Context: an optimization exercise on an open-source flow, tuned for small area, a short achievable clock period and few clock cycles. The choices shown serve that exercise and are no tape-out recipe.
Only simulation tests tie the RTL to the original design; equivalence was not proved.
No activity file was given, so power comes from the tool's default toggle rates.

## flow/run.sh

```bash
#!/bin/bash
# synth_recipe.tcl (not shown) runs the flow's synth.tcl, then flattens the netlist and writes it again
# the make line also repeats each setting of config.mk as NAME=value (left out here)
make -C /OpenROAD-flow-scripts/flow DESIGN_CONFIG=/design/flow/config.mk WORK_HOME=/design/flow/orfs CLKGATE_MAP_FILE= SYNTH_SCRIPT=/design/flow/synth_recipe.tcl finish
```

## flow/config.mk

```make
export PLATFORM = sky130hd
export DESIGN_NAME = calibrated_temperature_converter_core
export DESIGN_NICKNAME = calibrated_temperature_converter_core
export VERILOG_FILES = /design/flow/design.v
export SDC_FILE = /design/flow/constraint.sdc
export NUM_CORES = 8
export LEC_CHECK = 0
export CAP_MARGIN = 20
export CORE_MARGIN = 2
export CORE_UTILIZATION = 40
export SLEW_MARGIN = 20
```

## flow/constraint.sdc

```tcl
create_clock -name core_clock -period 10.0 [get_ports {i_clk}]
set_input_delay 2.0000 -clock core_clock [delete_from_list [all_inputs] [get_ports {i_clk}]]
set_output_delay 2.0000 -clock core_clock [all_outputs]
set_load 0.01 [all_outputs]
```

## flow/design.v

```verilog
`default_nettype none
package ctc_pkg;
    localparam int RAW_W  = 8;
    localparam int TEMP_W = 18;
    localparam int CIDX_W = 2;
    localparam int CDAT_W = 64;
    localparam int COEF_W = 48;
    localparam int NB_W   = 7;
    localparam logic [CIDX_W-1:0] CFG_MODEL  = 2'd0;
    localparam logic [CIDX_W-1:0] CFG_CALIB  = 2'd1;
    localparam logic [CIDX_W-1:0] CFG_ENABLE = 2'd2;
    localparam logic [1:0] MODEL_LOW = 2'd0;
    localparam logic [1:0] MODEL_E   = 2'd2;
    localparam logic [1:0] MODEL_DEF = 2'd3;
    localparam logic [15:0] OFF_LOW  = 16'd20992;
    localparam logic [15:0] OFF_STD  = 16'd512;
    localparam logic [16:0] T1_LOW   = 17'd30720;
    localparam logic [16:0] T1_STD   = 17'd46080;
    localparam logic [31:0] T1SQ_LOW = 32'd943718400;
    localparam logic [31:0] T1SQ_STD = 32'd2123366400;
    localparam logic [6:0]  TDEG_LOW = 7'd60;
    localparam logic [6:0]  TDEG_STD = 7'd90;
    localparam logic [12:0] TSQ_LOW  = 13'd3600;
    localparam logic [12:0] TSQ_STD  = 13'd8100;
    localparam logic signed [TEMP_W-1:0] OUT_MAX = 18'sd131071;
    localparam logic signed [TEMP_W-1:0] OUT_MIN = -18'sd131072;
    typedef enum logic {OP_MUL, OP_DIV} t_mdu_op;
    typedef struct packed {
        logic            start;
        t_mdu_op         op;
        logic            sub;
        logic [NB_W-1:0] nbits;
    } t_mdu_cmd;
    typedef enum logic [2:0] {M_IDLE, M_PREP, M_MUL, M_DIV, M_FIN} t_mdu_state;
    typedef enum logic [4:0] {
        S_IDLE, S_P, S_Q, S_D1, S_D2, S_NB, S_DB, S_NA, S_DA, S_C1, S_C2,
        S_RR, S_CA, S_CB, S_CC, S_FIN
    } t_state;
    function automatic logic signed [COEF_W-1:0] sat48(input logic [127:0] v);
        logic signed [COEF_W-1:0] res;
        if (v[127:COEF_W-1] == {(129-COEF_W){v[127]}}) begin
            res = v[COEF_W-1:0];
        end else if (v[127]) begin
            res = {1'b1, {(COEF_W-1){1'b0}}};
        end else begin
            res = {1'b0, {(COEF_W-1){1'b1}}};
        end
        sat48 = res;
    endfunction
endpackage
`default_nettype wire
`default_nettype none
module ctc_mdu (
    input  wire logic              i_clk,
    input  wire logic              i_rst_n,
    input  wire ctc_pkg::t_mdu_cmd i_cmd,
    input  wire logic signed [63:0] i_x,
    input  wire logic signed [63:0] i_y,
    input  wire logic [127:0]      i_acc,
    output logic                   o_done,
    output logic [127:0]           o_res
);
    ctc_pkg::t_mdu_state r_st, n_st;
    logic [7:0]   r_cnt, n_cnt;
    logic         r_neg, n_neg;
    logic [127:0] r_w, n_w;
    logic [127:0] r_mx, n_mx;
    logic [63:0]  r_my, n_my;
    logic [64:0]  r_rem, n_rem;
    logic [127:0] r_acc, n_acc;
    logic [127:0] r_res, n_res;
    logic         r_done, n_done;
    logic [127:0] opa, opb, sum;
    logic         cin;
    logic [63:0]  mag_x, mag_y;
    logic [64:0]  rem_sh;
    assign mag_x  = i_x[63] ? 64'd0 - i_x : i_x;
    assign mag_y  = i_y[63] ? 64'd0 - i_y : i_y;
    assign rem_sh = {r_rem[63:0], r_w[127]};
    assign sum    = opa + opb + {127'd0, cin};
    always_comb begin
        opa = '0;
        opb = '0;
        cin = 1'b0;
        unique case (r_st)
            ctc_pkg::M_PREP: begin
                opb = r_acc[127] ? ~r_acc : r_acc;
                cin = r_acc[127];
            end
            ctc_pkg::M_MUL: begin
                opa = r_w;
                opb = r_mx;
            end
            ctc_pkg::M_DIV: begin
                opa = {63'd0, rem_sh};
                opb = ~{64'd0, r_my};
                cin = 1'b1;
            end
            ctc_pkg::M_FIN: begin
                opa = r_acc;
                opb = r_neg ? ~r_w : r_w;
                cin = r_neg;
            end
            default: begin
            end
        endcase
    end
    always_comb begin
        n_st   = r_st;
        n_cnt  = r_cnt;
        n_neg  = r_neg;
        n_w    = r_w;
        n_mx   = r_mx;
        n_my   = r_my;
        n_rem  = r_rem;
        n_acc  = r_acc;
        n_res  = r_res;
        n_done = 1'b0;
        unique case (r_st)
            ctc_pkg::M_IDLE: begin
                if (i_cmd.start) begin
                    n_acc = i_acc;
                    n_my  = mag_y;
                    if (i_cmd.op == ctc_pkg::OP_MUL) begin
                        n_mx  = {64'd0, mag_x};
                        n_w   = '0;
                        n_neg = i_x[63] ^ i_y[63] ^ i_cmd.sub;
                        n_cnt = {1'b0, i_cmd.nbits};
                        n_st  = ctc_pkg::M_MUL;
                    end else begin
                        n_neg = i_acc[127] ^ i_y[63];
                        n_cnt = 8'd128;
                        n_st  = ctc_pkg::M_PREP;
                    end
                end
            end
            ctc_pkg::M_PREP: begin
                n_w   = sum;
                n_acc = '0;
                n_rem = '0;
                n_st  = ctc_pkg::M_DIV;
            end
            ctc_pkg::M_MUL: begin
                if (r_my[0]) begin
                    n_w = sum;
                end
                n_mx  = {r_mx[126:0], 1'b0};
                n_my  = {1'b0, r_my[63:1]};
                n_cnt = r_cnt - 8'd1;
                if (r_cnt == 8'd1) begin
                    n_st = ctc_pkg::M_FIN;
                end
            end
            ctc_pkg::M_DIV: begin
                n_rem = sum[127] ? rem_sh : sum[64:0];
                n_w   = {r_w[126:0], ~sum[127]};
                n_cnt = r_cnt - 8'd1;
                if (r_cnt == 8'd1) begin
                    n_st = ctc_pkg::M_FIN;
                end
            end
            ctc_pkg::M_FIN: begin
                n_res  = sum;
                n_done = 1'b1;
                n_st   = ctc_pkg::M_IDLE;
            end
            default: begin
                n_st = ctc_pkg::M_IDLE;
            end
        endcase
    end
    always_ff @(posedge i_clk) begin
        if (!i_rst_n) begin
            r_st   <= ctc_pkg::M_IDLE;
            r_done <= 1'b0;
        end else begin
            r_st   <= n_st;
            r_done <= n_done;
        end
        r_cnt <= n_cnt;
        r_neg <= n_neg;
        r_w   <= n_w;
        r_mx  <= n_mx;
        r_my  <= n_my;
        r_rem <= n_rem;
        r_acc <= n_acc;
        r_res <= n_res;
    end
    assign o_done = r_done;
    assign o_res  = r_res;
endmodule
`default_nettype wire
`default_nettype none
module calibrated_temperature_converter_core #(
    parameter int TEMP_FRAC_BITS = 9
) (
    input  wire logic        i_clk,
    input  wire logic        i_rst_n,
    input  wire logic        i_in_valid,
    output logic             o_in_ready,
    input  wire logic [7:0]  i_in_raw_high,
    input  wire logic [7:0]  i_in_raw_low,
    input  wire logic        i_cfg_valid,
    output logic             o_cfg_ready,
    input  wire logic [1:0]  i_cfg_index,
    input  wire logic [63:0] i_cfg_data,
    output logic             o_out_valid,
    input  wire logic        i_out_ready,
    output logic signed [17:0] o_out_temperature,
    output logic             o_out_clipped,
    output logic             o_out_calib_fault
);
    localparam int SH = 58 - TEMP_FRAC_BITS;
    ctc_pkg::t_state r_state, n_state;
    logic [1:0]  r_model, n_model;
    logic [63:0] r_calib, n_calib;
    logic        r_en, n_en;
    logic signed [47:0] r_ca, n_ca, r_cb, n_cb, r_cc, n_cc;
    logic        r_cready, n_cready, r_cbad, n_cbad;
    logic signed [17:0] r_r, n_r;
    logic        r_want, n_want;
    logic signed [33:0] r_p, n_p, r_q, n_q;
    logic signed [55:0] r_d, n_d;
    logic [127:0] r_acc, n_acc;
    logic        r_issued, n_issued;
    logic        r_ov, n_ov;
    logic signed [17:0] r_temp, n_temp;
    logic        r_clip, n_clip, r_fault, n_fault;
    ctc_pkg::t_mdu_cmd m_cmd;
    logic signed [63:0] m_x, m_y;
    logic [127:0] m_acc, m_res;
    logic        m_done;
    logic        is_low;
    logic [15:0] off;
    logic signed [17:0] t1, tr2, tc2, tr3, tc3, e1;
    logic signed [18:0] de;
    logic [31:0] t1sq;
    logic [6:0]  tdeg;
    logic [12:0] tsq;
    logic signed [127:0] fl, v;
    logic        adj, clip;
    logic signed [17:0] temp;
    ctc_mdu u_mdu (
        .i_clk   (i_clk),
        .i_rst_n (i_rst_n),
        .i_cmd   (m_cmd),
        .i_x     (m_x),
        .i_y     (m_y),
        .i_acc   (m_acc),
        .o_done  (m_done),
        .o_res   (m_res)
    );
    assign is_low = (r_model == ctc_pkg::MODEL_LOW);
    assign off  = is_low ? ctc_pkg::OFF_LOW : ctc_pkg::OFF_STD;
    assign t1   = $signed({1'b0, is_low ? ctc_pkg::T1_LOW : ctc_pkg::T1_STD});
    assign t1sq = is_low ? ctc_pkg::T1SQ_LOW : ctc_pkg::T1SQ_STD;
    assign tdeg = is_low ? ctc_pkg::TDEG_LOW : ctc_pkg::TDEG_STD;
    assign tsq  = is_low ? ctc_pkg::TSQ_LOW : ctc_pkg::TSQ_STD;
    assign tr2  = $signed({2'b0, r_calib[7:0], r_calib[15:8]}) - $signed({2'b0, off});
    assign tc2  = $signed({2'b0, r_calib[23:16], r_calib[31:24]}) - $signed({2'b0, off});
    assign tr3  = $signed({2'b0, r_calib[39:32], r_calib[47:40]}) - $signed({2'b0, off});
    assign tc3  = $signed({2'b0, r_calib[55:48], r_calib[63:56]}) - $signed({2'b0, off});
    assign e1   = tc2 - tr2;
    assign de   = 19'(tc3 - tr3) - 19'(e1);
    assign fl   = $signed(r_acc) >>> SH;
    assign adj  = r_acc[127] && (r_acc[SH-1:0] != '0);
    assign v    = fl + $signed({127'd0, adj});
    assign clip = (v[127:17] != {111{v[127]}});
    assign temp = clip ? (v[127] ? ctc_pkg::OUT_MIN : ctc_pkg::OUT_MAX) : v[17:0];
    assign o_in_ready  = (r_state == ctc_pkg::S_IDLE);
    assign o_cfg_ready = 1'b1;
    assign o_out_valid       = r_ov;
    assign o_out_temperature = r_temp;
    assign o_out_clipped     = r_clip;
    assign o_out_calib_fault = r_fault;
    always_comb begin
        n_state  = r_state;
        n_model  = r_model;
        n_calib  = r_calib;
        n_en     = r_en;
        n_ca     = r_ca;
        n_cb     = r_cb;
        n_cc     = r_cc;
        n_cready = r_cready;
        n_cbad   = r_cbad;
        n_r      = r_r;
        n_want   = r_want;
        n_p      = r_p;
        n_q      = r_q;
        n_d      = r_d;
        n_acc    = r_acc;
        n_issued = r_issued;
        n_ov     = r_ov && !i_out_ready;
        n_temp   = r_temp;
        n_clip   = r_clip;
        n_fault  = r_fault;
        m_cmd.start = 1'b0;
        m_cmd.op    = ctc_pkg::OP_MUL;
        m_cmd.sub   = 1'b0;
        m_cmd.nbits = 7'd17;
        m_x   = '0;
        m_y   = '0;
        m_acc = '0;
        unique case (r_state)
            ctc_pkg::S_IDLE: begin
                if (i_in_valid) begin
                    n_r = $signed({2'b0, i_in_raw_high, i_in_raw_low}) - $signed({2'b0, off});
                    n_want  = r_en && (r_model != ctc_pkg::MODEL_E);
                    n_state = r_cready ? ctc_pkg::S_RR : ctc_pkg::S_P;
                end
            end
            ctc_pkg::S_P, ctc_pkg::S_Q: begin
                m_x   = (r_state == ctc_pkg::S_P) ? 64'(tr2) : 64'(tr3);
                m_y   = m_x;
                m_acc = 128'd0 - {96'd0, t1sq};
            end
            ctc_pkg::S_D1: begin
                m_x = 64'(r_p);
                m_y = 64'(tr3 - t1);
            end
            ctc_pkg::S_D2: begin
                m_x   = 64'(r_q);
                m_y   = 64'(t1 - tr2);
                m_acc = 128'(r_d);
            end
            ctc_pkg::S_NB: begin
                m_x = 64'(r_p);
                m_y = 64'(de);
                m_cmd.nbits = 7'd18;
            end
            ctc_pkg::S_NA: begin
                m_x = 64'(t1 - tr2);
                m_y = 64'(de);
                m_cmd.nbits = 7'd18;
            end
            ctc_pkg::S_DB: begin
                m_cmd.op = ctc_pkg::OP_DIV;
                m_y   = 64'(r_d);
                m_acc = {r_acc[87:0], 40'd0};
            end
            ctc_pkg::S_DA: begin
                m_cmd.op = ctc_pkg::OP_DIV;
                m_y   = 64'(r_d);
                m_acc = {r_acc[78:0], 49'd0};
            end
            ctc_pkg::S_C1: begin
                m_cmd.sub   = 1'b1;
                m_cmd.nbits = 7'd13;
                m_x   = 64'(r_ca);
                m_y   = {51'd0, tsq};
                m_acc = 128'(e1) << 31;
            end
            ctc_pkg::S_C2: begin
                m_cmd.sub   = 1'b1;
                m_cmd.nbits = 7'd7;
                m_x   = 64'(r_cb);
                m_y   = {57'd0, tdeg};
                m_acc = r_acc;
            end
            ctc_pkg::S_RR: begin
                m_x = 64'(r_r);
                m_y = 64'(r_r);
            end
            ctc_pkg::S_CA: begin
                m_cmd.sub   = 1'b1;
                m_cmd.nbits = 7'd33;
                m_x   = 64'(r_ca);
                m_y   = r_acc[63:0];
                m_acc = 128'(r_r) << 49;
            end
            ctc_pkg::S_CB: begin
                m_cmd.sub   = 1'b1;
                m_cmd.nbits = 7'd27;
                m_x   = 64'(r_cb);
                m_y   = 64'(r_r) << 9;
                m_acc = r_acc;
            end
            ctc_pkg::S_CC: begin
                m_cmd.sub   = 1'b1;
                m_cmd.nbits = 7'd19;
                m_x   = 64'(r_cc);
                m_y   = 64'h40000;
                m_acc = r_acc;
            end
            ctc_pkg::S_FIN: begin
                if (!r_ov || i_out_ready) begin
                    n_ov    = 1'b1;
                    n_temp  = temp;
                    n_clip  = clip;
                    n_fault = r_want && r_cbad;
                    n_state = ctc_pkg::S_IDLE;
                end
            end
            default: begin
                n_state = ctc_pkg::S_IDLE;
            end
        endcase
        if (r_state != ctc_pkg::S_IDLE && r_state != ctc_pkg::S_FIN) begin
            if (r_state == ctc_pkg::S_RR && !(r_want && !r_cbad)) begin
                n_acc   = 128'(r_r) << 49;
                n_state = ctc_pkg::S_FIN;
            end else begin
                m_cmd.start = !r_issued;
                n_issued    = 1'b1;
                if (m_done) begin
                    n_issued = 1'b0;
                    unique case (r_state)
                        ctc_pkg::S_P:  begin n_p = m_res[33:0]; n_state = ctc_pkg::S_Q; end
                        ctc_pkg::S_Q:  begin n_q = m_res[33:0]; n_state = ctc_pkg::S_D1; end
                        ctc_pkg::S_D1: begin n_d = m_res[55:0]; n_state = ctc_pkg::S_D2; end
                        ctc_pkg::S_D2: begin
                            n_d = m_res[55:0];
                            if (m_res == '0) begin
                                n_cbad   = 1'b1;
                                n_cready = 1'b1;
                                n_ca     = '0;
                                n_cb     = '0;
                                n_cc     = '0;
                                n_state  = ctc_pkg::S_RR;
                            end else begin
                                n_state = ctc_pkg::S_NB;
                            end
                        end
                        ctc_pkg::S_NB: begin n_acc = m_res; n_state = ctc_pkg::S_DB; end
                        ctc_pkg::S_DB: begin
                            n_cb = ctc_pkg::sat48(m_res); n_state = ctc_pkg::S_NA;
                        end
                        ctc_pkg::S_NA: begin n_acc = m_res; n_state = ctc_pkg::S_DA; end
                        ctc_pkg::S_DA: begin
                            n_ca = ctc_pkg::sat48(m_res); n_state = ctc_pkg::S_C1;
                        end
                        ctc_pkg::S_C1: begin n_acc = m_res; n_state = ctc_pkg::S_C2; end
                        ctc_pkg::S_C2: begin
                            n_cc     = ctc_pkg::sat48(m_res);
                            n_cready = 1'b1;
                            n_cbad   = 1'b0;
                            n_state  = ctc_pkg::S_RR;
                        end
                        ctc_pkg::S_RR: begin n_acc = m_res; n_state = ctc_pkg::S_CA; end
                        ctc_pkg::S_CA: begin n_acc = m_res; n_state = ctc_pkg::S_CB; end
                        ctc_pkg::S_CB: begin n_acc = m_res; n_state = ctc_pkg::S_CC; end
                        default: begin n_acc = m_res; n_state = ctc_pkg::S_FIN; end
                    endcase
                end
            end
        end
        if (i_cfg_valid) begin
            unique case (i_cfg_index)
                ctc_pkg::CFG_MODEL: begin
                    n_model = i_cfg_data[1:0]; n_cready = 1'b0;
                end
                ctc_pkg::CFG_CALIB: begin
                    n_calib = i_cfg_data; n_cready = 1'b0;
                end
                ctc_pkg::CFG_ENABLE: begin
                    n_en = i_cfg_data[0]; n_cready = 1'b0;
                end
                default: begin
                end
            endcase
        end
    end
    always_ff @(posedge i_clk) begin
        if (!i_rst_n) begin
            r_state  <= ctc_pkg::S_IDLE;
            r_model  <= ctc_pkg::MODEL_DEF;
            r_calib  <= '0;
            r_en     <= 1'b0;
            r_ca     <= '0;
            r_cb     <= '0;
            r_cc     <= '0;
            r_cready <= 1'b0;
            r_cbad   <= 1'b0;
            r_issued <= 1'b0;
            r_ov     <= 1'b0;
        end else begin
            r_state  <= n_state;
            r_model  <= n_model;
            r_calib  <= n_calib;
            r_en     <= n_en;
            r_ca     <= n_ca;
            r_cb     <= n_cb;
            r_cc     <= n_cc;
            r_cready <= n_cready;
            r_cbad   <= n_cbad;
            r_issued <= n_issued;
            r_ov     <= n_ov;
        end
        r_r     <= n_r;
        r_want  <= n_want;
        r_p     <= n_p;
        r_q     <= n_q;
        r_d     <= n_d;
        r_acc   <= n_acc;
        r_temp  <= n_temp;
        r_clip  <= n_clip;
        r_fault <= n_fault;
    end
endmodule
`default_nettype wire
```

==> run summary <==
==> state kept, by name, summed over array words and instances, names as in the netlist, 56 cells and up <==
signal and flops:
r_acc 128, r_calib 64, r_d 56, u_mdu.r_acc 128, u_mdu.r_mx 128, u_mdu.r_my 64
u_mdu.r_rem 64, u_mdu.r_res 128, u_mdu.r_w 128
==> metal layers <==
| layer | part of all wire | wire length [um] |
|---|---|---|
| met5 | 0.00035 | 108 |
| met4 | 0.058 | 17800 |
| met3 | 0.10 | 30600 |
| met2 | 0.45 | 136000 |
| met1 | 0.39 | 120000 |
==> placed cells by master (no fill, tap or decap), types with 143 or more instances in the layout <==
cell type | netlist | layout
inv_1 | 212 | 211
a22o_1 | 199 | 199
nor2_1 | 410 | 392
nor2b_1 | 188 | 188
and2_1 | 167 | 167
dfxtp_1 | 224 | 222
a21oi_1 | 529 | 525
xor2_1 | 382 | 381
xnor2_1 | 182 | 182
ha_1 | 190 | 189
a22oi_1 | 251 | 251
mux2i_1 | 143 | 143
nand2_1 | 741 | 737
edfxtp_1 | 939 | 939
o21ai_0 | 450 | 449
buf_4 | 5 | 157
==> where the power goes <==
group	switching [mW]	total, mW	internal [mW]
logic	4.34	6.51	2.17
clock network	2.29	5.16	2.87
registers	0.750	7.32	6.57
==> cells by family (layout without fill, tap and decap cells) <==
family | count (synthesis) | count (layout) | synth area share
xor+xnor | 565 | 565 | 0.0686
mux | 165 | 165 | 0.0232
other cells | 2 | 12 | 0.000104
simple gates | 2260 | 2260 | 0.155
compound gates | 2336 | 2336 | 0.221
buf+inv | 781 | 744 | 0.0414
flops | 1163 | 1163 | 0.452
fa+ha+maj | 213 | 213 | 0.0391
==> synth_stat cells, drive strengths merged, types with 55 or more instances <==
cell    count
nor3      130
and3       55
dfxtp     224
xor2      382
xnor2     182
a31oi      63
mux2i     143
clkbuf    485
a22o      199
nor2b     188
and2      171
a21o      138
ha        190
a21oi     530
o21ai     465
inv       213
a21boi     77
o31ai      77
edfxtp    939
a22oi     251
nand2b     55
buf        81
a222oi    114
nand4     140
nand2     742
nor2      410
nor4       84
nand3     141
==> metrics by stage <==
stage	std cells	hold WS [ns]	util	area, um2
2_1_floorplan	7485	0.422	-	72300
3_3_place_gp	9566	0.441	0.421	75900
3_5_place_dp	9566	0.454	0.421	75900
4_1_cts	9818	0.461	0.447	80500
5_1_grt	9818	0.489	0.447	80500
6_report	9828	0.451	0.447	80500
==> cell type report <==
type                            count  area [um2]
Sequential cell                  1163       32700
Fill cell                       17157       99600
Clock buffer                      162        3540
Timing Repair Buffer              277        2510
Clock inverter                     90        1050
Multi-Input combinational cell   5541       37000
Tap cell                         2370        2970
Antenna cell                       10        25.0
Inverter                          215         817
==> final timing paths <==
path                                 start             end  slack, ns
worst max-delay path            r_calib[1]  u_mdu.r_my[59]       2.01
worst min-delay path              r_cready        r_cready       0.45
worst max register to register  r_calib[1]  u_mdu.r_my[59]       2.01
worst min register to register    r_cready        r_cready       0.45
==> critical path, delay by kind of cell, from the launching register on <==
kind / cells / cell delay, ns
adders and majority gates: 5 / 1.79
AOI/OAI and AO/OA: 8 / 1.30
buffers and inverters: 6 / 0.84
xor gates and xnor gates: 2 / 0.92
DFF: 1 / 0.67
and+or+nand+nor: 7 / 2.17
==> results.json <==
{
  "status": "finished clean",
  "drtAntennaViolNets": 0,
  "peakVddDrop_uv": 235,
  "yosys_warnings": 2,
  "p_leak_nw": 28.7,
  "yosysTopAreaCellShare": 0.390,
  "hold_class": "reg -> reg",
  "finalNetCount": 7633,
  "finalPower_mw": 19.0,
  "worst_path_max_delay_cell": "dfxtp_1",
  "grt_max_degree": 177,
  "required_ns": 10.55,
  "die_h_um": 429,
  "area_growth_pct": 11.4,
  "insertion_delay_ns": 0.86,
  "io_pins": 110,
  "endpoint_kind": "flip-flop",
  "cts_tree": "yes",
  "antenna_found_initial": 14,
  "synth_ff_type": "edfxtp_1",
  "power.density_mw_per_mm2": 236,
  "fin_setup_tns_ns": 0,
  "grt_util_all_layers": 0.319,
  "hold_path_depth": 2,
  "gp_congestion": 1.01,
  "dpl.hpwl_um": 215000,
  "yosysTopAreaCell": "edfxtp_1",
  "drtPass1Iterations": 13,
  "netlist_area_mm2": 0.0723,
  "via_per_inst": 6.53,
  "clk_pin_slew_ns": 0.06,
  "post_cts_buffers": 0,
  "grt_overflow": 0,
  "critPathMostFrequentCell": "inv_1",
  "synth-seq-area-share": 0.452,
  "cts_hold_buf": 0,
  "tightest_slew_ns": 1.28,
  "drive_gt1_frac": 0.0665,
  "drc": 0,
  "arrival_ns": 8.54,
  "layout_min_cycle_time_ns": 7.99,
  "met2_usage": 0.492,
  "yosys-top-cells-area": "edfxtp_1 (39%), dfxtp_1 (6.2%), xor2_1 (4.6%)",
  "worstPathMaxFanout": 16,
  "clock-root-buffer": "clkbuf_16",
  "critPathKind": "reg -> reg",
  "cpPeakStageDelay_ns": 0.67,
  "ys_ff_latch": 1163,
  "timing.slew.headroom": 0.144,
  "grt_pass1_vias": 60277,
  "cts_inserted_buffers": 136,
  "synth.distinct_cells": 107,
  "synth_edf_count": 939,
  "reg2reg_depth": 28,
  "core_area_mm2": 0.180,
  "synth_cells": 7485,
  "top_usage_layer": "met2",
  "num_rows": 156,
  "die_w_um": 429,
  "fmax_ghz": 0.125,
  "rsz0062_at_grt": "no",
  "use_met3": 0.0760,
  "htreeDepth": 4,
  "first_iter_violations": 9313,
  "synthArstFlopShare": 0,
  "grt_pass1_wl_um": 434000,
  "place_ws_ns": 2.20,
  "grt_util_met1": 0.413,
  "fin_worst_skew_ns": 0.0692,
  "setup_viol": 0,
  "setup_slack_ns": 2.01,
  "fin_crit_sh": 0.799,
  "synth.net_count": 7784,
  "final-hold-violation-count": 0,
  "num_vias": 64134,
  "max_cap_viol_count": 0,
  "start_util": 0.401,
  "cts_num_sinks": 1163,
  "die_area_mm2": 0.184,
  "synth.avg_cell_area_um2": 9.66,
  "port_buffers": 108,
  "detail_route.wl_per_cell_um": 31.0,
  "drv_slew": 0,
  "postCtsResizedCells": 0,
  "wl_um": 305000,
  "cp-start-kind": "flip-flop",
  "cts_buffer_depth": 3
}
Testbench counts, summed over its fixed seeds: cycles 196,928.

[what the ideal ports hide]
No port has a modelled driver above. Below, the same layout with a new extraction and two added sets of constraints. Step 1, drivers: a clkbuf_16 drives i_clk and a buf_2 each remaining input, both assumed. Step 2 moves the port delays by t, midway between the first and last clock arrival at a register: inputs arrive t later, outputs are due t later. That takes back most of the time a late clock gives input paths. a / b / c = no drivers / after step 1 / after step 2; a / b = the first two.
t, ns: 0.906
slack for setup (ns): 2.005 / 2.005 / 2.005
hold WS [ns]: 0.451 / 0.451 / 0.451
cell pins on the clock port's net: 1
After both steps this run still meets setup and hold. For this run, drivers alone change the setup slack by 0.000 ns; drivers and shift together by 0.000 ns.
